This design comes from an exercise in tuning for small area on the open sky130 flow, not from production work.
Only simulation tests tie the RTL to the original design; equivalence was not proved.
The flow treats the clock pin as an ideal source, which a real chip does not have.
No activity file was given, so power comes from the tool's default toggle rates.

wip/xenon:
==> flow/design.v <==
package lcf_pkg;
  localparam logic [3:0] FUNC_TICK       = 4'd0;
  localparam logic [3:0] FUNC_CONNECT    = 4'd1;
  localparam logic [3:0] FUNC_ACCEPT     = 4'd2;
  localparam logic [3:0] FUNC_DISCONNECT = 4'd3;
  localparam logic [3:0] FUNC_DISC_ACK   = 4'd4;
  localparam logic [3:0] FUNC_REMOTE     = 4'd5;
  localparam logic [3:0] FUNC_FORCE      = 4'd6;
  localparam logic [3:0] FUNC_ACTIVITY   = 4'd7;
  localparam logic [3:0] FUNC_RESET      = 4'd8;
endpackage
module link_connection_fsm_top (
  input  logic        clk,
  input  logic        rst,
  input  logic        in_valid,
  output logic        in_stall,
  input  logic [38:0] in_data,
  output logic        out_valid,
  input  logic        out_stall,
  output logic [44:0] out_data,
  input  logic        cfg_valid,
  output logic        cfg_ready,
  input  logic [3:0]  cfg_index,
  input  logic [31:0] cfg_data
);
  function automatic logic geq16(input logic [15:0] a, input logic [15:0] b);
    logic g;
    g = 1'b1;
    for (int i = 0; i < 16; i++) g = (a[i] & ~b[i]) | ((a[i] | ~b[i]) & g);
    geq16 = g;
  endfunction
  function automatic logic geq8(input logic [7:0] a, input logic [7:0] b);
    logic g;
    g = 1'b1;
    for (int i = 0; i < 8; i++) g = (a[i] & ~b[i]) | ((a[i] | ~b[i]) & g);
    geq8 = g;
  endfunction
  logic [15:0] ct_lo, dt_lo, ht_lo;    
  logic [7:0]  maxr;
  assign cfg_ready = 1'b1;
  wire        lim_big = |cfg_data[31:16];
  wire [15:0] lim_enc = lim_big ? 16'd0 : {cfg_data[15:1], cfg_data[0] | ~(|cfg_data[15:1])};
  wire [15:0] wd_100  = rst ? 16'd100  : lim_enc;
  wire [15:0] wd_1000 = rst ? 16'd1000 : lim_enc;
  wire [7:0]  wd_3    = rst ? 8'd3     : cfg_data[7:0];
  wire        we_ct = rst || (cfg_valid && cfg_index == 4'd0);
  wire        we_dt = rst || (cfg_valid && cfg_index == 4'd1);
  wire        we_ht = rst || (cfg_valid && cfg_index == 4'd2);
  wire        we_mr = rst || (cfg_valid && cfg_index == 4'd3);
  always_ff @(posedge clk) begin
    if (we_ct) ct_lo <= wd_100;
    if (we_dt) dt_lo <= wd_100;
    if (we_ht) ht_lo <= wd_1000;
    if (we_mr) maxr <= wd_3;
  end
  logic       held_valid;
  logic [3:0] h_func;
  logic       take;
  assign in_stall = held_valid && !take;
  wire   accept   = in_valid && !in_stall;
  always_ff @(posedge clk) begin
    if (rst) held_valid <= 1'b0;
    else if (!in_stall) held_valid <= in_valid;
    if (!in_stall) h_func <= in_data[38:35];
  end
  logic [1:0]  st;         
  logic [15:0] tmr;        
  logic [2:0]  reason;
  logic [31:0] uid;        
  logic        r_sc;
  logic [1:0]  r_k;        
  wire [7:0] retry = uid[7:0];
  wire [2:0] frsn  = tmr[2:0];
  assign take = held_valid && (!out_valid || !out_stall);
  wire f_tick = (h_func == 4'd0);
  wire f_conn = (h_func == 4'd1);
  wire f_acc  = (h_func == 4'd2);
  wire f_disc = (h_func == 4'd3);
  wire f_dack = (h_func == 4'd4);
  wire f_rem  = (h_func == 4'd5);
  wire f_forc = (h_func == 4'd6);
  wire f_act  = (h_func == 4'd7);
  wire f_rst  = (h_func == 4'd8);
  wire f_bad  = h_func[3] && (h_func[2:0] != 3'd0);
  wire s_disc    = (st == 2'd0);
  wire s_conning = (st == 2'd1);
  wire s_conn    = (st == 2'd2);
  wire s_discing = (st == 2'd3);
  wire uid_ld = accept && (in_data[38:35] == 4'd2) && !st[1] && !(held_valid && f_acc);
  wire rsn_ld = accept && (in_data[38:35] == 4'd6);
  logic [15:0] lim;
  always_comb begin
    if (!st[1])     lim = ct_lo;
    else if (st[0]) lim = dt_lo;
    else            lim = ht_lo;
  end
  wire [16:0] tmr_p1 = {1'b0, tmr} + 17'd1;
  wire        hit    = (|lim) && geq16(tmr, lim);
  wire        rfull  = geq8(retry, maxr);
  wire t_hit   = f_tick && hit && !s_disc;
  wire t_retry = t_hit && s_conning && !rfull;
  wire t_fail  = t_hit && s_conning && rfull;       
  wire t_hb    = t_hit && s_conn;                   
  wire t_dto   = t_hit && s_discing;                
  wire v_conn = f_conn && s_disc;
  wire v_acc  = f_acc  && s_conning;
  wire v_disc = f_disc && s_conn;
  wire v_dack = f_dack && s_discing;
  wire v_rem  = f_rem  && !s_disc;
  wire v_forc = f_forc && !s_disc;
  wire invalid = (f_conn && !s_disc) || (f_acc && !s_conning) || (f_disc && !s_conn) ||
                 (f_dack && !s_discing) || (f_rem && s_disc) || f_bad;
  wire to_disc = t_fail || t_hb || t_dto || v_dack || v_rem || v_forc || (f_rst && !s_disc);
  wire sc      = to_disc || v_conn || v_acc || v_disc;
  logic [1:0] st_n;
  always_comb begin
    st_n = st;
    if (to_disc)     st_n = 2'd0;
    else if (v_conn) st_n = 2'd1;
    else if (v_acc)  st_n = 2'd2;
    else if (v_disc) st_n = 2'd3;
  end
  logic       rs_we;
  logic [2:0] rs_n;
  always_comb begin
    rs_we = 1'b1;
    rs_n  = 3'd0;
    if (t_fail)               rs_n = 3'd4;
    else if (t_hb)            rs_n = 3'd3;
    else if (t_dto || v_dack) rs_n = 3'd1;
    else if (v_rem)           rs_n = 3'd2;
    else if (v_forc)          rs_n = frsn;
    else if (v_conn || f_rst) rs_n = 3'd0;
    else rs_we = 1'b0;
  end
  wire tm_count = f_tick && !hit;
  wire tm_we = (f_tick || !(invalid || (f_act && !s_conn))) && !(tm_count && tmr_p1[16]);
  wire [15:0] tmr_n = tm_count ? tmr_p1[15:0] : 16'd1;
  wire rt_we = s_disc || t_retry;
  wire [7:0] retry_n = s_disc ? 8'd0 : retry + 8'd1;
  always_ff @(posedge clk) begin
    if (rst) begin
      st        <= 2'd0;
      reason    <= 3'd0;
      out_valid <= 1'b0;
    end else if (take) begin
      st        <= st_n;
      if (rs_we) reason <= rs_n;
      out_valid <= 1'b1;
    end else if (!out_stall) begin
      out_valid <= 1'b0;
    end
    if (rsn_ld)              tmr[2:0]  <= in_data[2:0];
    else if (take && tm_we)  tmr[2:0]  <= tmr_n[2:0];
    if (take && tm_we)       tmr[15:3] <= tmr_n[15:3];
    if (uid_ld)              uid[7:0]  <= in_data[10:3];
    else if (take && rt_we)  uid[7:0]  <= retry_n;
    if (uid_ld)              uid[31:8] <= in_data[34:11];
    if (take) begin
      r_sc     <= sc;
      r_k[1]   <= invalid || t_fail || t_hb || t_dto;
      r_k[0]   <= t_retry || t_dto || v_dack || v_rem || v_forc;
    end
  end
  assign out_data[44]    = !r_sc && r_k[1];
  assign out_data[43]    = r_sc && r_k[1];
  assign out_data[42]    = r_k[0] && (r_k[1] || !r_sc);
  assign out_data[41:40] = st;
  assign out_data[39:8]  = uid & {32{st[1]}};
  assign out_data[7]     = st[1];
  assign out_data[6:4]   = reason;
  assign out_data[3]     = r_sc && (st == 2'd2);
  assign out_data[2]     = r_sc && (r_k != 2'd0);
  assign out_data[1]     = r_sc && r_k == 2'd2 && reason[2];
  assign out_data[0]     = r_sc;
endmodule
clock: 6.0 ns
lec_check: 0
cap_margin: 20
core_margin: 2
core_utilization: 40
place_density: 0.85
slew_margin: 20
standard.sh (not shown) runs the stock make flow with config.mk's settings and CLKGATE_MAP_FILE= SYNTH_SCRIPT=/design/flow/synth_recipe.tcl, a recipe that flattens the netlist after the stock synthesis.
==> flow/flow/run.sh <==
#!/bin/bash
# The standard ORFS layout with these changes:
#  - synthesis maps the logic with an area-oriented ABC script
#    (flow/synth_area.tcl, flow/area.abc); everything else in it is
#    synth_recipe.tcl's;
#  - port buffers use the smallest buffer cell;
#  - clock tree synthesis uses clkbuf_4 and no dummy loads, and then
#    flow/post_cts.tcl upsizes any clock buffer whose flip-flop clock pins
#    would see a slow edge.
# Floorplan, power grid, taps, placement and routing are the standard flow's.
set -euo pipefail
here=$(pwd)
export AREA_ABC_SCRIPT=$here/flow/area.abc
export BUFFER_PORTS_ARGS="-buffer_cell sky130_fd_sc_hd__buf_1"
export CTS_ARGS="-sink_clustering_enable -repair_clock_nets -dont_use_dummy_load -buf_list sky130_fd_sc_hd__clkbuf_4"
export POST_CTS_TCL=$here/flow/post_cts.tcl
# synthesis: standard.sh's make command with our synthesis script
sed "s#SYNTH_SCRIPT=[^ ]*#SYNTH_SCRIPT=$here/flow/synth_area.tcl#" standard.sh > synth_area.sh
bash synth_area.sh synth > synth.log 2>&1
# the rest of the standard flow
bash standard.sh > standard_flow.log 2>&1
==> flow/flow/area.abc <==
strash
ifraig
dc2
balance
rewrite
refactor
balance
rewrite
rewrite -z
balance
refactor -z
rewrite -z
balance
dch
amap
Other scripts of this flow, unchanged in this note and not shown: flow/flow/post_cts.tcl, flow/flow/synth_area.tcl
Looking at the reports, wip/xenon completed the entire flow and the layout it produced met the timing, design-rule and antenna checks.
For wip/tundra, these inputs were changed with respect to wip/xenon:
-- flow/config.mk --
<<< wip/xenon, line 9
export CORE_MARGIN = 2
export CORE_UTILIZATION = 40
export PLACE_DENSITY = 0.85
export SLEW_MARGIN = 20
>>> wip/tundra, line 9
export CORE_MARGIN = 2
export CORE_UTILIZATION = 55
export SLEW_MARGIN = 20
## What came out
- Every stage of the flow completed for wip/tundra, and the final layout passed the timing, design-rule and antenna checks.
- Compared with wip/xenon, in wip/tundra cell leakage power went up, worst setup skew after layout down 13 ps, register-to-register setup slack went down 110 ps.
- The global routing usage summed across all routing layers in wip/tundra was higher than what wip/xenon gave.
- Delta (wip/tundra minus wip/xenon): internal power of the cells was more or less identical, critical path depth saw a decrease, worst path arrival time increased by 90 ps relative to the old numbers, switching share of total power now sits at about the same level.
For wip/quartz, these inputs were changed with respect to wip/tundra:
-- flow/flow/area.abc --
<<< wip/tundra, line 13
balance
dch
amap
>>> wip/quartz, line 13
balance
dch -f
amap
strash
dch -f
amap
-- flow/config.mk --
<<< wip/tundra, line 9
export CORE_MARGIN = 2
export CORE_UTILIZATION = 55
export SLEW_MARGIN = 20
>>> wip/quartz, line 9
export CORE_MARGIN = 2
export CORE_UTILIZATION = 40
export SLEW_MARGIN = 20
## What came out
- Compared to wip/tundra, the router laid down more metal wire for wip/quartz.
- What wip/quartz reported for row count has to be multiplied by 0.857 to get the figure for wip/tundra.
- Diff wip/tundra and wip/quartz: final-stage net count lower in wip/tundra
- Worst-case headroom to the max-slew limit, wip/tundra and wip/quartz: larger value in wip/quartz
- wip/quartz vs wip/tundra — area after synthesis rose about 0.37%.
- Comparing share of total power in combinational logic for wip/tundra and wip/quartz, the smaller number came from wip/quartz.
- Diff wip/tundra..wip/quartz | number of search-and-repair iterations in the first detailed-routing pass | unchanged
Setup changes, wip/quartz to wip/yarrow
-- flow/flow/area.abc --
<<< wip/quartz, line 13
balance
dch -f
amap
strash
dch -f
amap
>>> wip/yarrow, line 13
balance
dch
amap
- Compared with wip/quartz, in wip/yarrow maximum frequency from static timing analysis down about 4%, average vias per placed instance up about 1.8%, wire length up 2.3%.
- Summary of wip/yarrow over wip/quartz: synthesized net count down about 2%; final standard cell count with taps included and fillers excluded dropped 11.
- The worst-case hold slack reported for wip/yarrow is greater than that of wip/quartz by 3.3 ps.
- On post-layout minimum cycle time, wip/quartz beats wip/yarrow.
- wip/yarrow vs wip/quartz — power rose 0.44%.
- wip/yarrow vs. wip/quartz: detailed route wirelength on metal2 rose about 1.3%, worst setup slack fell 230 ps, post-synthesis simple-gate area fraction fell 0.72 points.

==> what the ideal ports hide <==
How much do the figures lean on ideal ports? The routed layouts below were timed once more, with nothing changed but the port constraints.
Step 1: set_driving_cell puts a clkbuf_16 on clk and a buf_2 on each other input, an assumption about the parent block.
Step 2 also shifts input and output timing later by t, the mid clock arrival at the registers, as if the neighbouring blocks saw the same clock.
a / b / c = no drivers / after step 1 / after step 2; a / b = the first two.
run | shift t [ns] | setup slack, ns | worst setup path at the end | clock arrival spread, ns | worst slew at a driven data input, ns
wip/xenon | 0.530 | 0.554 / 0.554 / 0.554 | register to register | 0.042 / 0.041 | 0.05
wip/tundra | 0.549 | 0.449 / 0.448 / 0.448 | register to register | 0.029 / 0.029 | 0.04
wip/quartz | 0.529 | 0.732 / 0.732 / 0.732 | register to register | 0.028 / 0.028 | 0.04
wip/yarrow | 0.550 | 0.499 / 0.499 / 0.499 | register to register | 0.034 / 0.034 | 0.04
After both steps every run listed still meets setup and hold. The setup slack of wip/tundra, which loses most, moves by -0.001 ns with the drivers and by -0.001 ns with both steps.
